Source: an optimization exercise on an open RTL-to-GDS flow (aim: small area). Production flows keep margins and buffers that such runs may drop.
Function was checked by simulation only, so behaviour that the tests miss may differ from the original.
Power and IR drop assume default switching activity.

## config.mk

```make
export PLATFORM = sky130hd
export DESIGN_NAME = pueo_uram_readout_buffer
export DESIGN_NICKNAME = pueo_uram_readout_buffer
export VERILOG_FILES = /design/flow/design.v
export SDC_FILE = /design/flow/constraint.sdc
export NUM_CORES = 4
export LEC_CHECK = 0
export CAP_MARGIN = 20
export CORE_MARGIN = 2
export CORE_UTILIZATION = 40
export CTS_BUF_LIST = sky130_fd_sc_hd__clkbuf_8
export CTS_CLUSTER_DIAMETER = 60
export CTS_CLUSTER_SIZE = 16
export SLEW_MARGIN = 20
export SYNTH_HIERARCHICAL = 1
```

## constraint.sdc

```tcl
create_clock -name core_clock -period 5.0 [get_ports {memclk}]
set_input_delay 1.0000 -clock core_clock [delete_from_list [all_inputs] [get_ports {memclk}]]
set_output_delay 1.0000 -clock core_clock [all_outputs]
set_load 0.01 [all_outputs]
```

## design.v

```verilog
package pueo_uram_pkg;
  localparam int URAM_SAMPLES_PER_WORD = 6;
  localparam int URAM_WORD_BITS        = 72;
  localparam int URAM_READ_MARGIN      = 5;
  typedef logic [URAM_WORD_BITS-1:0] uram_word_t;
endpackage
module pueo_sync_fifo #(
  parameter int DEPTH = 15,
  parameter int WIDTH = 72
) (
  input  logic [DEPTH-1:0][WIDTH:0] i_ring,
  input  logic [DEPTH-1:0]          i_we,
  input  logic [DEPTH-1:0]          i_we_n,
  input  logic [WIDTH-1:0]          i_wdata,
  output logic [DEPTH-1:0][WIDTH:0] o_ring_next
);
  always_comb begin
    for (int i = 0; i < DEPTH; i++)
      o_ring_next[i] = ~(({1'b0, i_wdata} | {(WIDTH+1){i_we_n[i]}}) &
                         (i_ring[(i + DEPTH - 1) % DEPTH] | {(WIDTH+1){i_we[i]}}));
  end
endmodule
module pueo_sel3_n #(
  parameter int N     = 3,
  parameter int WIDTH = 73
) (
  input  logic [N-1:0]            i_sel,
  input  logic [N-1:0][WIDTH-1:0] i_d,
  output logic [WIDTH-1:0]        o_n
);
  always_comb begin
    o_n = '0;
    for (int k = 0; k < N; k++) o_n = o_n | (i_sel[k] ? i_d[k] : '0);
    o_n = ~o_n;
  end
endmodule
module pueo_sel_join #(
  parameter int N     = 6,
  parameter int WIDTH = 73
) (
  input  logic [N-1:0][WIDTH-1:0] i_n,
  output logic [WIDTH-1:0]        o_word
);
  always_comb begin
    o_word = '1;
    for (int k = 0; k < N; k++) o_word = o_word & i_n[k];
    o_word = ~o_word;
  end
endmodule
module pueo_word_select #(
  parameter int DEPTH = 15,
  parameter int WIDTH = 73
) (
  input  logic [DEPTH-1:0][WIDTH-1:0] i_ring,
  input  logic [DEPTH-1:0]            i_rsel,   
  input  logic                        i_hold,
  input  logic [WIDTH-1:0]            i_cur,
  output logic [WIDTH-1:0]            o_word
);
  localparam int NG = (DEPTH + 2) / 3;
  logic [NG:0][WIDTH-1:0] w_part_n;
  for (genvar g = 0; g < NG; g++) begin : g_part
    localparam int N = (DEPTH - 3*g < 3) ? DEPTH - 3*g : 3;
    pueo_sel3_n #(.N(N), .WIDTH(WIDTH)) u_sel (
      .i_sel (i_rsel[3*g +: N]),
      .i_d   (i_ring[3*g +: N]),
      .o_n   (w_part_n[g])
    );
  end
  pueo_sel3_n #(.N(1), .WIDTH(WIDTH)) u_hold (
    .i_sel (i_hold),
    .i_d   (i_cur),
    .o_n   (w_part_n[NG])
  );
  pueo_sel_join #(.N(NG + 1), .WIDTH(WIDTH)) u_join (
    .i_n    (w_part_n),
    .o_word (o_word)
  );
endmodule
module pueo_uram_readout_buffer #(
  parameter int DEPTH     = 16,
  parameter int MARGIN    = pueo_uram_pkg::URAM_READ_MARGIN,
  parameter int FRAME_LEN = 1024,
  parameter int NBIT      = 12
) (
  input  logic                                  memclk,
  input  logic                                  memclk_rst_i,
  input  logic [NBIT*pueo_uram_pkg::URAM_SAMPLES_PER_WORD-1:0] in_tdata,
  input  logic                                  in_tvalid,
  output logic                                  in_tready,
  output logic [NBIT*pueo_uram_pkg::URAM_SAMPLES_PER_WORD-1:0] m_axis_tdata,
  output logic                                  m_axis_tvalid,
  input  logic                                  m_axis_tready,
  output logic                                  m_axis_tlast,
  output logic                                  overflow_o,
  output logic                                  frame_done_o
);
  localparam int WW = NBIT * pueo_uram_pkg::URAM_SAMPLES_PER_WORD;
  localparam int QD = DEPTH - 1;
  localparam int QW = $clog2(DEPTH);
  localparam int FW = $clog2(FRAME_LEN);
  logic [QD-1:0][WW:0] r_ring;   
  logic [WW:0]   r_tdata;        
  logic          r_tvalid;
  logic [QW-1:0] r_qcnt;
  logic [QW-1:0] r_wpos;
  logic [QW-1:0] r_wpos_n;       
  logic [QW-1:0] r_rpos;
  logic          r_in_tready;
  logic          r_overflow;
  logic          r_frame_done;
  logic [FW-1:0] r_frame_cnt;
  logic          w_pop, w_push, w_load, w_full, w_tvalid_next;
  logic [QW-1:0] w_qcnt_next, w_wpos_next;
  logic [QD-1:0] w_we, w_we_n, w_rsel;
  logic [QD-1:0][WW:0] w_ring_next;
  logic [WW:0]   w_rdata;
  assign w_pop         = r_tvalid && m_axis_tready;
  assign w_full        = r_tvalid && (r_qcnt == QW'(QD));
  assign w_push        = in_tvalid && (!w_full || w_pop);
  assign w_load        = (!r_tvalid || m_axis_tready) && (r_qcnt != '0);
  assign w_tvalid_next = (r_tvalid && !m_axis_tready) || (r_qcnt != '0);
  assign w_qcnt_next   = r_qcnt + QW'(w_push) - QW'(w_load);
  function automatic logic [QW-1:0] ring_step(input logic [QW-1:0] pos, input logic extra);
    logic [QW:0] sum;
    sum = {1'b0, pos} + (QW+1)'(1) + (QW+1)'(extra);
    ring_step = (sum >= (QW+1)'(QD)) ? QW'(sum - (QW+1)'(QD)) : QW'(sum);
  endfunction
  assign w_wpos_next = ring_step(r_wpos, w_push);
  always_comb begin
    for (int i = 0; i < QD; i++) begin
      w_we[i]   = w_push && (r_wpos == QW'(i));
      w_we_n[i] = !w_push || (~r_wpos_n != QW'(i));
      w_rsel[i] = w_load && (r_rpos == QW'(i));
    end
  end
  pueo_sync_fifo #(
    .DEPTH (QD),
    .WIDTH (WW)
  ) u_ring_next (
    .i_ring      (r_ring),
    .i_we        (w_we),
    .i_we_n      (w_we_n),
    .i_wdata     (in_tdata),
    .o_ring_next (w_ring_next)
  );
  pueo_word_select #(
    .DEPTH (QD),
    .WIDTH (WW + 1)
  ) u_select (
    .i_ring (r_ring),
    .i_rsel (w_rsel),
    .i_hold (!w_load),
    .i_cur  (r_tdata),
    .o_word (w_rdata)
  );
  always_ff @(posedge memclk) begin
    r_ring  <= w_ring_next;
    r_tdata <= w_rdata;
  end
  always_ff @(posedge memclk) begin
    if (memclk_rst_i) begin
      r_tvalid     <= 1'b0;
      r_qcnt       <= '0;
      r_wpos       <= '0;
      r_wpos_n     <= '1;
      r_rpos       <= QW'(QD - 1);
      r_in_tready  <= 1'b1;
      r_overflow   <= 1'b0;
      r_frame_done <= 1'b0;
      r_frame_cnt  <= '0;
    end else begin
      r_tvalid     <= w_tvalid_next;
      r_qcnt       <= w_qcnt_next;
      r_wpos       <= w_wpos_next;
      r_wpos_n     <= ~w_wpos_next;
      r_rpos       <= ring_step(r_rpos, w_load);
      r_in_tready  <= (int'(w_tvalid_next) + int'(w_qcnt_next)) <= DEPTH - MARGIN - 1;
      r_frame_done <= w_pop && m_axis_tlast;
      if (in_tvalid && !w_push) r_overflow <= 1'b1;
      if (w_pop) r_frame_cnt <= r_frame_cnt + FW'(1);
    end
  end
  assign in_tready     = r_in_tready;
  assign m_axis_tdata  = r_tdata[WW-1:0] ^ {WW{r_tdata[WW]}};
  assign m_axis_tvalid = r_tvalid;
  assign m_axis_tlast  = r_tvalid && (r_frame_cnt == FW'(FRAME_LEN - 1));
  assign overflow_o    = r_overflow;
  assign frame_done_o  = r_frame_done;
endmodule
```

## flow/run.sh

```bash
#!/bin/bash
# Layout: the standard ORFS flow (standard.sh, with its standard synthesis),
# with two changes passed as ORFS variables:
#  - each port gets a sky130_fd_sc_hd__buf_1 buffer (buffer_ports -buffer_cell)
#    instead of the default port buffer cell;
#  - clock tree synthesis clusters sinks as config.mk's CTS settings do, and
#    inserts no dummy loads.
# make's full output goes to make.log; each ORFS step keeps its own log under orfs/logs/.
set -euo pipefail
CTS="-sink_clustering_enable -repair_clock_nets -sink_clustering_size 28 -sink_clustering_max_diameter 70 -buf_list sky130_fd_sc_hd__clkbuf_16 -dont_use_dummy_load"
bash standard.sh \
  "BUFFER_PORTS_ARGS=-buffer_cell sky130_fd_sc_hd__buf_1" \
  "CTS_ARGS=$CTS" \
  finish > make.log 2>&1
```

## standard.sh

```bash
#!/bin/bash
# synth_recipe.tcl (not shown) runs the flow's synth.tcl, then flattens the netlist and writes it again
# the make line also repeats each setting of config.mk as NAME=value (left out here)
make -C /OpenROAD-flow-scripts/flow DESIGN_CONFIG=/design/flow/config.mk WORK_HOME=/design/flow/orfs CLKGATE_MAP_FILE= SYNTH_SCRIPT=/design/flow/synth_recipe.tcl "${@:-finish}"
```

==> flow_summary.ini, run 1 <==
[worst_setup_path]
cp_num_buf_inv = 3
slowest_delay_ns = 0.53
path_delay_family = simple AND/OR/NAND/NOR gates
path_max_fanout = 33
crit_slowest_cell = nor3b_1
crit_chain = inv_1, ha_1, nor3b_1, nor2_1, inv_4, ha_1, inv_1, ha_1, nor2b_1, a211oi_1, o31ai_1, mux2_2
required_ns = 5.53
cp_common_cell = ha_1
cp-start-kind = flip-flop
crit_arrival_ns = 4.24
crit_type = flip-flop to flip-flop
cp-end-kind = flip-flop

[clocking]
clock_path_buffers = 3
cts_setup_buffers = 0
cts_tree = done
h-tree-depth = 2
cts_sinks = 1198
ctsRootBufferMaster = clkbuf_16
ctsResizeCount = 0
clkTransAtPathRegs_ns = 0.11
numCtsBuffers = 58
holdBufCountCts = 0
clk_latency_ns = 0.68

[logic_synthesis]
synth-async-reset-ratio_pct = 0
synthCells = 3627
ys_seq_area_share_pct = 57.2
synth_fp_nets = 3719
syn_area_sq_um = 41900
synth_ff_type = dfxtp_1
synth_edf_count = 0
synth-seq-cells = 1198
synth_cell_types = 53
avgSynthCellArea_sq_um = 11.6
yosys_warnings = 11

[floorplanning]
rows = 118
dieArea_sq_um = 107000
die_y_um = 328
core_sq_um = 104000
fp.dieW_um = 328
start_util_pct = 40.4
ios = 153

[finish]
drive_gt1_share_pct = 5.52
areaGrowthSynthToFinish_pct = 1.98
final_cells = 4842
fillers = 9904
final_common_cell = dfxtp_1
final_cell_mix = dfxtp_1, o22ai_1, a222oi_1
fin_nets = 3552

[route]
wl_per_cell_um = 30.3
drt-initial-drc-count = 5931
routed_wl_um = 147000
drtPass1Iterations = 12
antenna_left = 0
vias = 33500
viasPerCell = 6.92
drc = 0

[run]
cap_violations = 0

[sta]
setup_viol = 0
clock_skew_ns = 0.0847
timing.fmax_ghz = 0.270
tightest_slew_ns = 1.17
min_period_ns = 3.71
rsz0062_at_grt = false
whs_ns = 0.363
maxSlewHeadroom_pct = 22.3
finalCritPeriodShare_pct = 74.2
hold_viol = 0
fin_tns_setup_ns = 0
slew_viol_final = 0

[pwr]
power_density_nw_per_um2 = 711
ir_drop_uv = 358
leakagePower_nw = 15.1

[global_route]
track_usage_pct = 25.8
grt_pass1_vias = 32100
grt_first_pass_wirelength_um = 212000
antenna_found_initial = 11
grt-ovfl-total = 0
grt_max_degree = 74

[hold_path]
min_path_type = flip-flop to flip-flop

[placed_design]
gp_congestion = 0.782
io_buffers = 152
dp.cells = 4780
hpwl_um = 73800

[status]
status = finished clean
[cell families (layout without fill, tap and decap cells)]
kind of cell	after synthesis	in the layout	share of synthesized area, %
AOI/OAI and AO/OA	1491	1491	25.6
DFF	1198	1198	57.2
buffers and inverters	475	306	10.1
and+or+nand+nor	354	354	4.70
xor gates and xnor gates	86	86	1.80
adders and majority gates	16	16	0.495
muxes	7	7	0.176
other	0	4	0
[per-stage QoR]
stage	instance area (sq um)	setup slack [ns]	util, %	total power, W
finish	42800	1.29	41.2	0.0304
global route	42800	1.09	41.2	0.0319
CTS	42700	1.34	41.2	0.0301
detailed placement	41300	0.983	39.8	0.0251
global placement	41300	1.11	39.8	0.0250
floorplan	41900	1.86	-	0.0225
[synthesized netlist by cell type, drive strengths merged (3+ instances only)]
cell	instances	area [sq um]
mux2	3	33.8
nor2b	10	70.1
o21ai	19	95.1
o22ai	1080	6760
buf	441	4030
ha	15	188
nor2	40	150
or3	3	23.8
nor3b	4	40.0
nand2b	6	37.5
mux2i	4	40.0
a222oi	365	3650
xnor2	4	35.0
nand2	100	375
clkbuf	15	126
and4	76	666
a211oi	4	30.0
a21oi	10	53.8
dfxtp	1198	24000
nand3	88	440
and3	3	18.8
inv	19	73.8
xor2	82	718
nor3	11	60.1
nor4	4	25.0
[report_power, final]
part	total, W	internal, W	switching (W)	leakage (nW)
logic	0.00752	0.00331	0.00420	4.24
clock network	0.00504	0.00206	0.00297	0.715
registers	0.0178	0.0147	0.00315	10.1
total	0.0304	0.0201	0.0103	15.1
[final cells by class]
class	instances	area, sq um	area share (%)
diodes	4	10.0	0.0234
clock buffers	58	1450	3.39
inverters	19	76.3	0.178
multi-input cells	1954	14100	32.9
flip-flops and latches	1198	24000	56.1
well taps	1380	1730	4.04
repair buffers	229	1450	3.39
[state kept, by name (all words and copies together) (netlist names)]
name	flops
r_in_tready	1
r_frame_done	1
r_qcnt	4
r_wpos	4
r_rpos	4
r_tdata	73
r_overflow	1
r_tvalid	1
r_frame_cnt	10
r_wpos_n	4
r_ring	1095
[path summary, 6_finish.rpt]
kind                                      startpoint              endpoint  slack, ns  cells after the start
worst max-delay path            r_qcnt[2]$_SDFF_PP0_  r_rpos[0]$_SDFF_PP0_       1.29                     12
worst min-delay path             r_ring[371]$_DFF_P_   r_ring[444]$_DFF_P_       0.36                      1
worst max register to register  r_qcnt[2]$_SDFF_PP0_  r_rpos[0]$_SDFF_PP0_       1.29                     12
worst min register to register   r_ring[371]$_DFF_P_   r_ring[444]$_DFF_P_       0.36                      1
[routing by layer]
layer,routed length [um],up-vias,GRT usage (%)
met2,64800,2245,39.7
met3,16700,338,5.73
met5,86,-,0
met4,4580,14,8.60
li1,-,14300,-
met1,60800,16600,35.8
==> inputs of run 2 (changes only) <==
--- a/flow/run.sh
+++ b/flow/run.sh
@@ -8,5 +8,5 @@
 # make's full output goes to make.log; each ORFS step keeps its own log under orfs/logs/.
 set -euo pipefail
-CTS="-sink_clustering_enable -repair_clock_nets -sink_clustering_size 28 -sink_clustering_max_diameter 70 -buf_list sky130_fd_sc_hd__clkbuf_16 -dont_use_dummy_load"
+CTS="-sink_clustering_enable -repair_clock_nets -sink_clustering_size 16 -sink_clustering_max_diameter 60 -buf_list sky130_fd_sc_hd__clkbuf_8 -dont_use_dummy_load"
 bash standard.sh \
   "BUFFER_PORTS_ARGS=-buffer_cell sky130_fd_sc_hd__buf_1" \
--- a/config.mk
+++ b/config.mk
@@ -12,4 +12,5 @@
 export CTS_CLUSTER_DIAMETER = 60
 export CTS_CLUSTER_SIZE = 16
+export PLACE_DENSITY = 0.8
 export SLEW_MARGIN = 20
 export SYNTH_HIERARCHICAL = 1
==> run 2 against run 1 <==
Cell count increased by 0.76%; worst setup slack gained 0.11 ns; maximum frequency increased by 3.0%; sequential power about the same; wire length shrank 4.5%; clock skew rose by 0.0070 ns; power is 0.81% lower; design area down 0.28%; largest power group unchanged; first-iteration DRC count is 30% higher; sequential share of layout area up 0.15 points.
==> flow_summary.ini, run 2 <==
[placed_design]
dpl_cell_area_sq_um = 41400
hpwl_um = 71500
io_buffers = 152
gp_congestion = 0.838

[route]
wl_per_cell_um = 28.8
vias = 34800
drtPass1Iterations = 13
drc = 0
drt-initial-drc-count = 7737
viasPerCell = 7.12
antenna_left = 0
routed_wl_um = 140000

[floorplanning]
start_util_pct = 40.4
core_sq_um = 104000
rows = 118
ios = 153
dieArea_sq_um = 107000
fp.dieW_um = 328
die_y_um = 328

[clocking]
numCtsBuffers = 87
cts_setup_buffers = 0
ctsRootBufferMaster = clkbuf_8
clkTransAtPathRegs_ns = 0.10
h-tree-depth = 3
clock_path_buffers = 3
holdBufCountCts = 0
clk_latency_ns = 0.77
ctsResizeCount = 0
cts_tree = done
cts_sinks = 1198

[global_route]
grt-ovfl-total = 0
antenna_found_initial = 21
grt_first_pass_wirelength_um = 205000
grt_max_degree = 74
grt_pass1_vias = 33600
track_usage_pct = 24.5

[pwr]
power_density_nw_per_um2 = 707
leakagePower_nw = 15.0
ir_drop_uv = 350

[sta]
maxSlewHeadroom_pct = 17.6
finalCritPeriodShare_pct = 72.0
setup_viol = 0
min_period_ns = 3.60
fin_tns_setup_ns = 0
rsz0062_at_grt = false
slew_viol_final = 0
timing.fmax_ghz = 0.278
hold_viol = 0
clock_skew_ns = 0.0917
tightest_slew_ns = 1.24
whs_ns = 0.387

[finish]
finalInstanceArea_sq_um = 42600
final_common_cell = dfxtp_1
final_cell_mix = dfxtp_1, o22ai_1, a222oi_1
areaGrowthSynthToFinish_pct = 1.69
fin_util_pct = 41.1
fin_nets = 3581
drive_gt1_share_pct = 6.31
multiInputGateArea_sq_um = 14100
largest_reg_flops = 1095
top_register = r_ring
seqCellArea_sq_um = 24000
fillers = 9683
reg_top3 = r_ring (1095), r_tdata (73), r_frame_cnt (10)

[worst_setup_path]
cp-end-kind = output port
ff2ff_setup_slack_ns = 1.43
slowest_delay_ns = 0.89
ff2ff_path_depth = 12
path_max_fanout = 29
cp-start-kind = flip-flop
crit_chain = buf_4, xor2_1, buf_1
crit_arrival_ns = 2.60
r2r-start = r_qcnt[2]$_SDFF_PP0_
crit_type = flip-flop to output port
required_ns = 4.00
r2r-end = r_rpos[0]$_SDFF_PP0_
crit_slowest_cell = dfxtp_4

[hold_path]
min_path_type = flip-flop to flip-flop
hold_depth = 1
hp-start = r_ring[75]$_DFF_P_
hold_end = r_ring[148]$_DFF_P_

[logic_synthesis]
synth_top_area_share_pct = 57.2
yosysMostFrequentCell = dfxtp_1
synth_ff_type = dfxtp_1
syn_area_sq_um = 41900
yosysTopAreaCell = dfxtp_1
synth-async-reset-ratio_pct = 0
ys_seq_area_share_pct = 57.2
synth_cell_types = 53
avgSynthCellArea_sq_um = 11.6
yosys_warnings = 11
synth_edf_count = 0
synth_fp_nets = 3719
synth-seq-cells = 1198
ys_top_cells_by_area = dfxtp_1, o22ai_1, a222oi_1, buf_6, buf_4
ys_top_cells_by_count = dfxtp_1, o22ai_1, a222oi_1
synthCells = 3627

[run]
cap_violations = 0

[status]
status = finished clean
run 2: cell counts after synthesis:
Identical to the previous run, type by type.
run 2: logic make-up after synthesis:
logic type / Yosys count / synth area share (%)
DFF: 1198 / 57.2
adders and majority gates: 16 / 0.495
and+or+nand+nor: 354 / 4.70
buffers and inverters: 475 / 10.1
AOI/OAI and AO/OA: 1491 / 25.6
xor gates and xnor gates: 86 / 1.80
muxes: 7 / 0.176
run 2: worst max-delay path: cells and delay by family, from the launching register on:
kind,cells,cell delay [ns]
flip-flops,1,0.89
buffers and inverters,2,0.70
XOR/XNOR,1,0.30
run 2: area by class of cell:
class / instances / share of cell area [%]
repair buffers: 229 / 3.67
inverters: 19 / 0.179
well taps: 1380 / 4.05
multi-input cells: 1954 / 33.0
diodes: 12 / 0.0704
clock buffers: 87 / 2.81
flip-flops and latches: 1198 / 56.3
run 2: metrics by stage:
stage | cells | power, W | worst slack, ns
finish | 4879 | 0.0301 | 1.40
global route | 4878 | 0.0314 | 1.19
CTS | 4866 | 0.0296 | 1.43
detailed placement | 4779 | 0.0252 | 1.05
global placement | 4779 | 0.0248 | 1.22
floorplan | 3627 | 0.0225 | 1.86
run 2: how the worst max path moves through the flow:
stage | slack [ns] | cells past startpoint | start | end
detailed placement | 1.05 | 8 | m_axis_tready | r_ring[919]$_DFF_P_
global placement | 1.22 | 8 | m_axis_tready | r_ring[922]$_DFF_P_
CTS | 1.43 | 3 | r_tdata[72]$_DFF_P_ | m_axis_tdata[14]
floorplan | 1.86 | 11 | m_axis_tready | r_in_tready$_SDFF_PP1_
global route | 1.19 | 12 | r_qcnt[2]$_SDFF_PP0_ | r_rpos[0]$_SDFF_PP0_
finish | 1.40 | 3 | r_tdata[72]$_DFF_P_ | m_axis_tdata[14]
run 2: power breakdown:
part           switching (W)  internal, W
logic                0.00441      0.00335
clock network        0.00293      0.00156
registers            0.00321       0.0147
total                 0.0105       0.0196
run 2: metal layers:
metal  global-route usage [%]  wire length (um)
met4                     14.9              7840
met5                        0               106
met1                     29.9             50500
met3                     6.63             18900
met2                     38.5             63000
==> inputs of run 3 (changes only) <==
--- a/config.mk
+++ b/config.mk
@@ -12,5 +12,4 @@
 export CTS_CLUSTER_DIAMETER = 60
 export CTS_CLUSTER_SIZE = 16
-export PLACE_DENSITY = 0.8
 export SLEW_MARGIN = 20
 export SYNTH_HIERARCHICAL = 1
==> run 3 against run 2 <==
Power decreased by 0.48%; wire length increased by 4.9%; clock skew increased by 0.016 ns; sequential share of layout area increased by 0.10 points; maximum frequency decreased by 3.0%; die area unchanged; non-clock buffer count unchanged; combinational power decreased by 3.2%; design area decreased by 0.18%; critical path depth increased by 9; worst hold slack got worse by 0.024 ns; worst setup slack got worse by 0.11 ns.
==> flow_summary.ini, run 3 <==
[logic_synthesis]
synth_edf_count = 0
ys_top_cells_by_area = dfxtp_1, o22ai_1, a222oi_1, buf_6, buf_4
synth_top_area_share_pct = 57.2
synth-async-reset-ratio_pct = 0
ys_top_cells_by_count = dfxtp_1, o22ai_1, a222oi_1
synth_ff_type = dfxtp_1
ys_seq_area_share_pct = 57.2
synth_cell_types = 53
yosys_warnings = 11
yosysMostFrequentCell = dfxtp_1
yosysTopAreaCell = dfxtp_1
syn_area_sq_um = 41900
synthCells = 3627
avgSynthCellArea_sq_um = 11.6
synth_fp_nets = 3719
synth-seq-cells = 1198

[placed_design]
io_buffers = 152
dpl_cell_area_sq_um = 41300
gp_congestion = 0.782
hpwl_um = 73800

[floorplanning]
ios = 153
die_y_um = 328
rows = 118
core_sq_um = 104000
dieArea_sq_um = 107000
start_util_pct = 40.4
fp.dieW_um = 328

[worst_setup_path]
path_max_fanout = 33
required_ns = 5.66
crit_type = flip-flop to flip-flop
crit_arrival_ns = 4.37
cp-start-kind = flip-flop
cp-end-kind = flip-flop

[route]
vias = 33600
drt-initial-drc-count = 6074
drtPass1Iterations = 10
drc = 0
antenna_left = 0
routed_wl_um = 147000
wl_per_cell_um = 30.2
viasPerCell = 6.90

[global_route]
grt_first_pass_wirelength_um = 214000
track_usage_pct = 26.0
grt_pass1_vias = 32400
grt-ovfl-total = 0
grt_max_degree = 74
antenna_found_initial = 13

[finish]
final_cell_mix = dfxtp_1, o22ai_1, a222oi_1
final_common_cell = dfxtp_1
areaGrowthSynthToFinish_pct = 1.51
finalInstanceArea_sq_um = 42600
top_register = r_ring
reg_top3 = r_ring (1095), r_tdata (73), r_frame_cnt (10)
fin_nets = 3585
largest_reg_flops = 1095
drive_gt1_share_pct = 6.42

[sta]
min_period_ns = 3.71
finalCritPeriodShare_pct = 74.3
tightest_slew_ns = 1.12
rsz0062_at_grt = false
timing.fmax_ghz = 0.269
hold_viol = 0
setup_viol = 0
slew_viol_final = 0
maxSlewHeadroom_pct = 25.0
clock_skew_ns = 0.108
fin_tns_setup_ns = 0

[clocking]
numCtsBuffers = 91
ctsRootBufferMaster = clkbuf_8
cts_tree = done
clkTransAtPathRegs_ns = 0.10
clk_latency_ns = 0.77
h-tree-depth = 3
clock_path_buffers = 3
cts_sinks = 1198
cts_setup_buffers = 0
ctsResizeCount = 0
holdBufCountCts = 0

[run]
cap_violations = 0

[hold_path]
min_path_type = flip-flop to flip-flop

[pwr]
ir_drop_uv = 354
leakagePower_nw = 15.0
power_density_nw_per_um2 = 705

[status]
status = finished clean
[run 3: logic make-up (layout without fill, tap and decap cells)]
logic type	count (synthesis)	after routing	share of synthesized area, %
buffers and inverters	475	339	10.1
other	0	5	0
and+or+nand+nor	354	354	4.70
xor gates and xnor gates	86	86	1.80
AOI/OAI and AO/OA	1491	1491	25.6
DFF	1198	1198	57.2
adders and majority gates	16	16	0.495
muxes	7	7	0.176
[run 3: path summary, 6_finish.rpt]
kind                          end  cells after the start  slack (ns)                  from
max reg2reg  r_rpos[0]$_SDFF_PP0_                     12        1.29  r_qcnt[2]$_SDFF_PP0_
min           r_ring[429]$_DFF_P_                      1        0.36   r_ring[356]$_DFF_P_
min reg2reg   r_ring[429]$_DFF_P_                      1        0.36   r_ring[356]$_DFF_P_
max          r_rpos[0]$_SDFF_PP0_                     12        1.29  r_qcnt[2]$_SDFF_PP0_
[run 3: where the power goes]
group | internal (W) | switching, W
combinational | 0.00331 | 0.00420
sequential | 0.0147 | 0.00316
clock | 0.00163 | 0.00302
[run 3: final cells by class]
type,count,area [sq um]
fill,9932,61200
sequential,1198,24000
multi-input combinational,1954,14100
tap,1380,1730
timing repair buffer,229,1450
clock buffer,91,1250
inverter,19,76.3
antenna,5,12.5
[run 3: layer usage]
| layer | vias up | routed length [um] | GRT usage (%) |
|---|---|---|---|
| met5 | - | 76 | 0 |
| met2 | 2270 | 65300 | 40.1 |
| met3 | 329 | 16500 | 5.45 |
| met1 | 16700 | 60800 | 35.9 |
| met4 | 12 | 4460 | 9.37 |
| li1 | 14300 | - | - |
[run 3: critical path, cell delays in order (launching register included)]
cell and delay, ns:
dfxtp_1 0.32, inv_1 0.07, ha_1 0.13, nor3b_1 0.55, nor2_1 0.24, inv_4 0.50
ha_1 0.29, inv_1 0.05, ha_1 0.30, nor2b_1 0.27, a211oi_1 0.08, o31ai_1 0.44
mux2_2 0.38
[run 3: metrics by stage]
step | worst slack [ns] | util, % | hold WS (ns) | instances | total power, W
floorplan | 1.86 | - | 0.411 | 3627 | 0.0225
global route | 1.11 | 41.0 | 0.369 | 4874 | 0.0315
detailed placement | 0.983 | 39.8 | 0.421 | 4780 | 0.0251
CTS | 1.27 | 41.0 | 0.359 | 4871 | 0.0298
finish | 1.29 | 41.0 | 0.363 | 4876 | 0.0300
global placement | 1.11 | 39.8 | 0.413 | 4780 | 0.0250
==> inputs of run 4 (changes only) <==
--- a/flow/run.sh
+++ b/flow/run.sh
@@ -8,5 +8,5 @@
 # make's full output goes to make.log; each ORFS step keeps its own log under orfs/logs/.
 set -euo pipefail
-CTS="-sink_clustering_enable -repair_clock_nets -sink_clustering_size 16 -sink_clustering_max_diameter 60 -buf_list sky130_fd_sc_hd__clkbuf_8 -dont_use_dummy_load"
+CTS="-sink_clustering_enable -repair_clock_nets -sink_clustering_size 18 -sink_clustering_max_diameter 50 -buf_list sky130_fd_sc_hd__clkbuf_8 -dont_use_dummy_load"
 bash standard.sh \
   "BUFFER_PORTS_ARGS=-buffer_cell sky130_fd_sc_hd__buf_1" \
==> run 4 against run 3 <==
Still clean on timing, DRC and antenna; non-clock buffer count unchanged; wire length increased by 0.62%; clock skew increased by 0.0035 ns; sequential power hardly changed; clock power increased by 7.5%; power up 1.2%; global-route usage up 0.070 points; area after synthesis unchanged; worst setup slack worse by 0.0028 ns; worst hold slack gained 0.011 ns; design area is 0.53% higher; critical path type unchanged; critical endpoint unchanged.
==> flow_summary.ini, run 4 <==
[hold_path]
min_path_type = flip-flop to flip-flop
hp-start = r_ring[98]$_DFF_P_

[global_route]
track_usage_pct = 26.1
grt-ovfl-total = 0
antenna_found_initial = 13
grt_max_degree = 74
grt_first_pass_wirelength_um = 214000
grt_pass1_vias = 32500

[sta]
timing.fmax_ghz = 0.269
hold_viol = 0
whs_ns = 0.374
slew_viol_final = 0
finalCritPeriodShare_pct = 74.3
setup_viol = 0
clock_skew_ns = 0.111
fin_tns_setup_ns = 0
fin_ws_ns = 1.28
maxSlewHeadroom_pct = 23.2
tightest_slew_ns = 1.15
min_period_ns = 3.72
rsz0062_at_grt = false

[route]
routed_wl_um = 148000
drtPass1Iterations = 9
drc = 0
wl_per_cell_um = 30.3
viasPerCell = 6.91
vias = 33800
drt-initial-drc-count = 6241
antenna_left = 0

[worst_setup_path]
slowest_delay_ns = 0.55
path_max_fanout = 33
crit_type = flip-flop to flip-flop
required_ns = 5.67
crit_arrival_ns = 4.39
crit_start = r_qcnt[2]$_SDFF_PP0_
r2r-start = r_qcnt[2]$_SDFF_PP0_
crit_slowest_cell = nor3b_1
cp_common_cell = ha_1
crit_chain = inv_1, ha_1, nor3b_1, nor2_1, inv_4, ha_1, inv_1, ha_1, nor2b_1, a211oi_1, o31ai_1, mux2_2
cp-end-kind = flip-flop
cp-start-kind = flip-flop

[finish]
fin_nets = 3601
fin_util_pct = 41.2
areaGrowthSynthToFinish_pct = 2.05
final_cell_mix = dfxtp_1, o22ai_1, a222oi_1
drive_gt1_share_pct = 6.84
reg_top3 = r_ring (1095), r_tdata (73), r_frame_cnt (10)
final_common_cell = dfxtp_1
top_register = r_ring
largest_reg_flops = 1095
fillers = 9937

[pwr]
p_comb_share_pct = 24.8
p_clk_share_pct = 16.5
leakagePower_nw = 15.1
total_power_w = 0.0304
power_density_nw_per_um2 = 710
p_sw_share_pct = 34.5
ir_drop_uv = 356
power.switching_w = 0.0105
p_int_w = 0.0199
seqPwrFrac_pct = 58.8

[logic_synthesis]
yosysTopAreaCell = dfxtp_1
yosysMostFrequentCell = dfxtp_1
synthCells = 3627
ys_seq_area_share_pct = 57.2
synth_cell_types = 53
ys_top_cells_by_area = dfxtp_1, o22ai_1, a222oi_1, buf_6, buf_4
synth-seq-cells = 1198
synth_top_area_share_pct = 57.2
synth_fp_nets = 3719
synth-async-reset-ratio_pct = 0
syn_area_sq_um = 41900
ys_top_cells_by_count = dfxtp_1, o22ai_1, a222oi_1
yosys_warnings = 11
avgSynthCellArea_sq_um = 11.6
synth_edf_count = 0
synth_ff_type = dfxtp_1

[status]
status = finished clean

[clocking]
clock_path_buffers = 3
ctsResizeCount = 0
cts_tree = done
cts_sinks = 1198
clk_latency_ns = 0.79
clkTransAtPathRegs_ns = 0.11
h-tree-depth = 3
holdBufCountCts = 0
ctsRootBufferMaster = clkbuf_8
numCtsBuffers = 107
cts_setup_buffers = 0

[floorplanning]
fp.dieW_um = 328
ios = 153
rows = 118
core_sq_um = 104000
die_y_um = 328
start_util_pct = 40.4
dieArea_sq_um = 107000

[placed_design]
gp_congestion = 0.782
hpwl_um = 73800
pre_cts_ws_ns = 0.983
io_buffers = 152

[run]
cap_violations = 0
## run 4: cell types whose count changed in the layout (fill, tap and decap cells not counted), sizes merged
cell	delta
diode	+3
clkbuf	+16
## run 4: power by group through the flow
| stage | sequential (W) | combinational, W | clock (W) |
|---|---|---|---|
| after floorplan | 0.0168 | 0.00570 | 0 |
| after global placement | 0.0178 | 0.00714 | 0 |
| after detailed placement | 0.0178 | 0.00736 | 0 |
| after CTS | 0.0177 | 0.00739 | 0.00504 |
| after global routing | 0.0183 | 0.00819 | 0.00539 |
| final | 0.0179 | 0.00752 | 0.00500 |
## run 4: critical path, delay by kind of cell, from the launching register on
kind	cells	cell delay, ns
AND/OR/NAND/NOR	3	1.05
adder cells (fa/ha/maj)	3	0.72
buffers and inverters	3	0.63
AO/OA/AOI/OAI	2	0.52
multiplexers	1	0.38
flip-flops	1	0.31
## run 4: worst paths after layout
kind                                              to  slack (ns)  cells after the start
worst max register to register  r_rpos[0]$_SDFF_PP0_        1.28                     12
worst max-delay path            r_rpos[0]$_SDFF_PP0_        1.28                     12
worst min-delay path             r_ring[171]$_DFF_P_        0.37                      1
worst min register to register   r_ring[171]$_DFF_P_        0.37                      1
## run 4: metrics by stage
step / area (sq um) / std cells
3_5_place_dp: 41300 / 4780
6_report: 42800 / 4895
5_1_grt: 42800 / 4891
2_1_floorplan: 41900 / 3627
3_3_place_gp: 41300 / 4780
4_1_cts: 42800 / 4887
## run 4: cell type report
cell class	instances	area, sq um	area share (%)
Clock buffer	107	1470	3.44
Multi-Input combinational cell	1954	14100	32.9
Antenna cell	8	20.0	0.0468
Sequential cell	1198	24000	56.1
Timing Repair Buffer	229	1450	3.39
Inverter	19	76.3	0.178
Tap cell	1380	1730	4.04
## run 4: cells by family after synthesis
| family | count (synthesis) | synth area share, % |
|---|---|---|
| xor+xnor | 86 | 1.80 |
| flops | 1198 | 57.2 |
| buf+inv | 475 | 10.1 |
| compound gates | 1491 | 25.6 |
| fa+ha+maj | 16 | 0.495 |
| mux | 7 | 0.176 |
| simple gates | 354 | 4.70 |
## run 4: metal layers
| metal | vias up | share of wire, % | global-route usage, % |
|---|---|---|---|
| li1 | 14300 | - | - |
| met1 | 16900 | 41 | 36.1 |
| met2 | 2257 | 44 | 40.0 |
| met3 | 332 | 11 | 5.50 |
| met4 | 12 | 3.0 | 9.70 |
| met5 | - | 0.051 | 0 |
==> inputs of run 5 (changes only) <==
--- a/design.v
+++ b/design.v
@@ -35,16 +35,28 @@
   end
 endmodule
+module pueo_and_n #(
+  parameter int N     = 3,
+  parameter int WIDTH = 73
+) (
+  input  logic [N-1:0][WIDTH-1:0] i_d,
+  output logic [WIDTH-1:0]        o_and
+);
+  always_comb begin
+    o_and = '1;
+    for (int k = 0; k < N; k++) o_and = o_and & i_d[k];
+  end
+endmodule
 module pueo_sel_join #(
-  parameter int N     = 6,
-  parameter int WIDTH = 73
-) (
-  input  logic [N-1:0][WIDTH-1:0] i_n,
-  output logic [WIDTH-1:0]        o_word
-);
-  always_comb begin
-    o_word = '1;
-    for (int k = 0; k < N; k++) o_word = o_word & i_n[k];
-    o_word = ~o_word;
-  end
+  parameter int WIDTH = 73
+) (
+  input  logic [5:0][WIDTH-1:0] i_n,
+  output logic [WIDTH-1:0]      o_word
+);
+  logic [WIDTH-1:0] w_and3;
+  pueo_and_n #(.N(3), .WIDTH(WIDTH)) u_and3 (
+    .i_d   ({i_n[2], i_n[1], i_n[0]}),
+    .o_and (w_and3)
+  );
+  assign o_word = ~(w_and3 & i_n[3] & i_n[4] & i_n[5]);
 endmodule
 module pueo_word_select #(
@@ -73,5 +85,5 @@
     .o_n   (w_part_n[NG])
   );
-  pueo_sel_join #(.N(NG + 1), .WIDTH(WIDTH)) u_join (
+  pueo_sel_join #(.WIDTH(WIDTH)) u_join (
     .i_n    (w_part_n),
     .o_word (o_word)
--- a/flow/run.sh
+++ b/flow/run.sh
@@ -8,7 +8,8 @@
 # make's full output goes to make.log; each ORFS step keeps its own log under orfs/logs/.
 set -euo pipefail
-CTS="-sink_clustering_enable -repair_clock_nets -sink_clustering_size 18 -sink_clustering_max_diameter 50 -buf_list sky130_fd_sc_hd__clkbuf_8 -dont_use_dummy_load"
+CTS="-sink_clustering_enable -repair_clock_nets -sink_clustering_size 16 -sink_clustering_max_diameter 60 -buf_list sky130_fd_sc_hd__clkbuf_8 -dont_use_dummy_load"
 bash standard.sh \
   "BUFFER_PORTS_ARGS=-buffer_cell sky130_fd_sc_hd__buf_1" \
   "CTS_ARGS=$CTS" \
+  "RECOVER_POWER=100" \
   finish > make.log 2>&1
==> run 5 against run 4 <==
Now fails the layout checks on max-capacitance violations, max-slew violations; design area shrank 0.85%; global-route usage grew 0.57 points; combinational power shrank 3.3%; core utilization shrank 0.29 points; sequential power is essentially flat; sequential share of layout area grew 0.48 points; critical path depth shrank 4; flip-flop and latch count is the same; register-to-register slack lost 0.53 ns; critical path type unchanged.
==> flow_summary.ini, run 5 <==
[finish]
final_cells = 4883
largest_reg_flops = 1095
top_register = r_ring
fillers = 10100
seqCellArea_sq_um = 24000
drive_gt1_share_pct = 5.73
areaGrowthSynthToFinish_pct = 1.41
final_cell_mix = dfxtp_1, o22ai_1, a222oi_1
final_common_cell = dfxtp_1
multiInputGateArea_sq_um = 13900
reg_top3 = r_ring (1095), r_tdata (73), r_frame_cnt (10)
fin_nets = 3587

[clocking]
clkTransAtPathRegs_ns = 0.10
holdBufCountCts = 0
clk_latency_ns = 0.78
h-tree-depth = 3
clock_path_buffers = 3
cts_setup_buffers = 0
cts_sinks = 1198
cts_tree = done
ctsRootBufferMaster = clkbuf_8
numCtsBuffers = 93
ctsResizeCount = 0

[logic_synthesis]
avgSynthCellArea_sq_um = 11.5
synth_ff_type = dfxtp_1
yosysMostFrequentCell = dfxtp_1
synth_cell_types = 53
synthCells = 3627
synth_top_area_share_pct = 57.3
yosys_warnings = 11
ys_top_cells_by_count = dfxtp_1, o22ai_1, a222oi_1
ys_top_cells_by_area = dfxtp_1, o22ai_1, a222oi_1, buf_6, buf_4
ys_seq_area_share_pct = 57.3
synth_fp_nets = 3719
synth-seq-cells = 1198
syn_area_sq_um = 41800
synth_edf_count = 0
synth-async-reset-ratio_pct = 0
yosysTopAreaCell = dfxtp_1

[global_route]
grt_first_pass_wirelength_um = 217000
antenna_found_initial = 18
grt_max_degree = 74
grt-ovfl-total = 0
track_usage_pct = 26.6
grt_pass1_vias = 32600

[sta]
finalCritPeriodShare_pct = 84.9
timing.fmax_ghz = 0.236
fin_ws_ns = 0.754
hold_viol = 0
setup_viol = 0
maxSlewHeadroom_pct = -67.2
whs_ns = 0.328
fin_tns_setup_ns = 0
slew_viol_final = 209
min_period_ns = 4.25
rsz0062_at_grt = false
clock_skew_ns = 0.0954
tightest_slew_ns = 2.51

[floorplanning]
start_util_pct = 40.4
rows = 118
dieArea_sq_um = 107000
fp.dieW_um = 327
ios = 153
die_y_um = 327
core_sq_um = 104000

[worst_setup_path]
r2r-start = r_tvalid$_SDFF_PP0_
crit_arrival_ns = 4.89
crit_type = flip-flop to flip-flop
cp-start-kind = flip-flop
cp-end-kind = flip-flop
r2r-end = r_ring[897]$_DFF_P_
path_max_fanout = 34
required_ns = 5.64
ff2ff_setup_slack_ns = 0.75
ff2ff_path_depth = 8

[placed_design]
io_buffers = 152
hpwl_um = 73300
gp_congestion = 0.785
pre_cts_ws_ns = 1.09
dp.cells = 4780

[pwr]
ir_drop_uv = 460
leakagePower_nw = 14.9
total_power_w = 0.0298
power_density_nw_per_um2 = 702

[route]
antenna_left = 0
drtPass1Iterations = 10
wl_per_cell_um = 30.9
vias = 34100
drc = 0
viasPerCell = 6.97
drt-initial-drc-count = 6405
routed_wl_um = 151000

[hold_path]
hp-start = r_ring[212]$_DFF_P_
hold_depth = 1
hold_end = r_ring[285]$_DFF_P_
min_path_type = flip-flop to flip-flop

[run]
cap_violations = 7

[status]
status = finished with violations
violatedChecks = max-capacitance violations, max-slew violations
[run 5: worst max-delay path by stage]
stage | start | endpoint | cells past startpoint
global route | r_tvalid$_SDFF_PP0_ | r_ring[895]$_DFF_P_ | 8
CTS | r_tdata[72]$_DFF_P_ | m_axis_tdata[65] | 3
finish | r_tvalid$_SDFF_PP0_ | r_ring[897]$_DFF_P_ | 8
detailed placement | m_axis_tready | r_ring[654]$_DFF_P_ | 8
global placement | m_axis_tready | r_ring[633]$_DFF_P_ | 8
floorplan | m_axis_tready | r_in_tready$_SDFF_PP1_ | 11
[run 5: cells by family after synthesis]
kind of cell,share of synthesized area (%)
AOI/OAI and AO/OA,25.6
muxes,0.176
xor gates and xnor gates,1.80
buffers and inverters,10.1
adders and majority gates,0.496
and+or+nand+nor,4.49
DFF,57.3
[run 5: where the power goes]
part	total, W	internal [W]	switching, W
combinational	0.00727	0.00312	0.00415
clock	0.00469	0.00166	0.00303
sequential	0.0178	0.0147	0.00315
total	0.0298	0.0195	0.0103
[run 5: cell type report]
type | instances | area share (%)
diodes | 10 | 0.0590
clock buffers | 93 | 3.02
inverters | 19 | 0.177
multi-input cells | 1954 | 32.7
flip-flops and latches | 1198 | 56.5
well taps | 1380 | 4.07
repair buffers | 229 | 3.48
[run 5: critical path, stage by stage, from the launching register on]
cell        delay (ns)
dfxtp_1           0.41
nor2b_1           0.21
a41oi_1           0.46
clkinvlp_2        0.56
nor3_1            0.29
buf_4             0.18
nand3_2           1.06
buf_4             0.69
o22ai_1           0.21
[run 5: layer usage]
layer | track usage, % | vias to the layer above | wire length (um) | share of wire (%)
met2 | 40.1 | 2390 | 65300 | 43
met4 | 10.6 | 12 | 5400 | 3.6
met3 | 6.44 | 381 | 18600 | 12
met5 | 0 | - | 69 | 0.046
met1 | 36.6 | 17000 | 61500 | 41
li1 | - | 14300 | - | -
[run 5: per-stage QoR]
step | util (%) | area (sq um)
3_5_place_dp | 39.9 | 41300
3_3_place_gp | 39.9 | 41300
5_1_grt | 40.9 | 42400
6_report | 40.9 | 42400
4_1_cts | 41.1 | 42600
2_1_floorplan | - | 41800
==> inputs of run 6 (changes only) <==
--- a/flow/run.sh
+++ b/flow/run.sh
@@ -12,4 +12,3 @@
   "BUFFER_PORTS_ARGS=-buffer_cell sky130_fd_sc_hd__buf_1" \
   "CTS_ARGS=$CTS" \
-  "RECOVER_POWER=100" \
   finish > make.log 2>&1
==> run 6 against run 5 <==
Now clean on timing, DRC and antenna; maximum frequency rose by 14%; largest cell class unchanged; wire length barely moved; flip-flop and latch count did not move; core utilization rose by 0.19 points; combinational power barely moved; die area did not move.
==> flow_summary.ini, run 6 <==
[status]
status = finished clean

[sta]
fin_ws_ns = 1.27
hold_viol = 0
clock_skew_ns = 0.101
finalCritPeriodShare_pct = 74.7
fin_tns_setup_ns = 0
rsz0062_at_grt = false
timing.fmax_ghz = 0.268
setup_viol = 0
maxSlewHeadroom_pct = 25.2
tightest_slew_ns = 1.12
slew_viol_final = 0
min_period_ns = 3.73

[floorplanning]
core_sq_um = 104000
die_y_um = 327
rows = 118
start_util_pct = 40.4
dieArea_sq_um = 107000
fp.dieW_um = 327
ios = 153

[route]
drc = 0
wl_per_cell_um = 30.9
antenna_left = 0
routed_wl_um = 151000
drtPass1Iterations = 10
drt-initial-drc-count = 6462
vias = 34200
viasPerCell = 7.01

[hold_path]
min_path_type = flip-flop to flip-flop
hold_depth = 1

[finish]
drive_gt1_share_pct = 6.47
fin_nets = 3587
reg_top3 = r_ring (1095), r_tdata (73), r_frame_cnt (10)
seqCellArea_sq_um = 24000
fillers = 10100
areaGrowthSynthToFinish_pct = 1.87
largest_reg_flops = 1095
multiInputGateArea_sq_um = 14000
final_cell_mix = dfxtp_1, o22ai_1, a222oi_1
fin_util_pct = 41.1
final_cells = 4882
top_register = r_ring
final_common_cell = dfxtp_1

[logic_synthesis]
synth_ff_type = dfxtp_1
synth-async-reset-ratio_pct = 0
avgSynthCellArea_sq_um = 11.5
synthCells = 3627
synth_top_area_share_pct = 57.3
synth_fp_nets = 3719
ys_seq_area_share_pct = 57.3
yosys_warnings = 11
yosysMostFrequentCell = dfxtp_1
syn_area_sq_um = 41800
synth_edf_count = 0
ys_top_cells_by_area = dfxtp_1, o22ai_1, a222oi_1, buf_6, buf_4
ys_top_cells_by_count = dfxtp_1, o22ai_1, a222oi_1
synth_cell_types = 53
yosysTopAreaCell = dfxtp_1
synth-seq-cells = 1198

[worst_setup_path]
ff2ff_setup_slack_ns = 1.45
cp-start-kind = flip-flop
crit_type = flip-flop to output port
path_max_fanout = 44
crit_arrival_ns = 2.73
ff2ff_path_depth = 12
required_ns = 4.00
cp-end-kind = output port

[pwr]
power_density_nw_per_um2 = 700
ir_drop_uv = 463
leakagePower_nw = 15.0

[placed_design]
gp_congestion = 0.785
pre_cts_ws_ns = 1.09
hpwl_um = 73300
dp.cells = 4780
io_buffers = 152

[clocking]
clkTransAtPathRegs_ns = 0.10
holdBufCountCts = 0
clk_latency_ns = 0.78
h-tree-depth = 3
ctsResizeCount = 0
numCtsBuffers = 93
clock_path_buffers = 3
cts_tree = done
cts_setup_buffers = 0
cts_sinks = 1198
ctsRootBufferMaster = clkbuf_8

[global_route]
grt_first_pass_wirelength_um = 217000
grt_max_degree = 74
antenna_found_initial = 18
grt_pass1_vias = 32600
track_usage_pct = 26.6
grt-ovfl-total = 0

[run]
cap_violations = 0
[run 6: path summary, 6_finish.rpt]
path | to | start
setup / recovery | m_axis_tdata[65] | r_tdata[72]$_DFF_P_
hold / removal | r_ring[285]$_DFF_P_ | r_ring[212]$_DFF_P_
setup reg to reg | r_rpos[0]$_SDFF_PP0_ | r_qcnt[2]$_SDFF_PP0_
hold reg to reg | r_ring[285]$_DFF_P_ | r_ring[212]$_DFF_P_
[run 6: power breakdown]
part | internal (W) | switching, W
registers | 0.0147 | 0.00315
clock network | 0.00166 | 0.00303
logic | 0.00313 | 0.00417
total | 0.0195 | 0.0104
[run 6: area by class of cell]
class | count | area share (%)
multi-input cells | 1954 | 32.8
repair buffers | 229 | 3.66
inverters | 19 | 0.179
clock buffers | 93 | 3.00
diodes | 9 | 0.0528
flip-flops and latches | 1198 | 56.3
well taps | 1380 | 4.05
[run 6: kinds of logic (layout without fill, tap and decap cells)]
group	after synthesis	after routing	share of synthesized area, %
muxes	7	7	0.176
and+or+nand+nor	354	354	4.49
buffers and inverters	475	341	10.1
AOI/OAI and AO/OA	1491	1491	25.6
xor gates and xnor gates	86	86	1.80
other	0	9	0
adders and majority gates	16	16	0.496
DFF	1198	1198	57.3
[run 6: routing by layer]
layer | up-vias | part of all wire [%] | global-route usage [%]
li1 | 14300 | - | -
met1 | 17100 | 41 | 36.6
met2 | 2455 | 44 | 40.1
met3 | 361 | 12 | 6.44
met4 | 14 | 3.4 | 10.6
met5 | - | 0.054 | 0
[run 6: metrics by stage]
| step | instance area, sq um | hold WS [ns] | total power [W] |
|---|---|---|---|
| final | 42600 | 0.324 | 0.0298 |
| after global routing | 42600 | 0.326 | 0.0313 |
| after CTS | 42600 | 0.307 | 0.0296 |
| after detailed placement | 41300 | 0.420 | 0.0249 |
| after global placement | 41300 | 0.414 | 0.0247 |
| after floorplan | 41800 | 0.411 | 0.0222 |
[run 6: worst max-delay path: stages, from the launching register on]
cell     delay, ns
dfxtp_4       1.09
buf_4         0.45
xor2_1        0.27
buf_1         0.18

==> port drivers added, routing unchanged <==
In the flow no input, the clock included, has a driving cell. The finished layouts below were timed again as built, in two steps. Step 1: set_driving_cell puts a clkbuf_16 on memclk and a buf_2 on each other input, an assumption about the parent block. Step 2 moves the port delays by t, midway between the first and last clock arrival at a register: inputs arrive t later, outputs are due t later. That takes back most of the time a late clock gives input paths. Slacks: ideal / step 1 / step 2; pairs: ideal / step 1.
| run | t, ns | setup slack, ns | worst setup path after step 2 | cell pins on the clock port's net |
|---|---|---|---|---|
| run 1 | 0.719 | 1.292 / 1.292 / 0.878 | input to register | 1 |
| run 2 | 0.779 | 1.399 / 1.334 / 0.944 | input to register | 1 |
| run 3 | 0.786 | 1.286 / 1.286 / 0.888 | input to register | 1 |
| run 4 | 0.809 | 1.283 / 1.272 / 0.884 | input to register | 1 |
| run 5 | 0.802 | 0.754 / 0.754 / 0.013 | input to register | 1 |
| run 6 | 0.799 | 1.265 / 1.195 / 0.971 | input to register | 1 |
For run 5, which loses most, drivers alone change the setup slack by 0.000 ns; drivers and shift together by -0.741 ns.
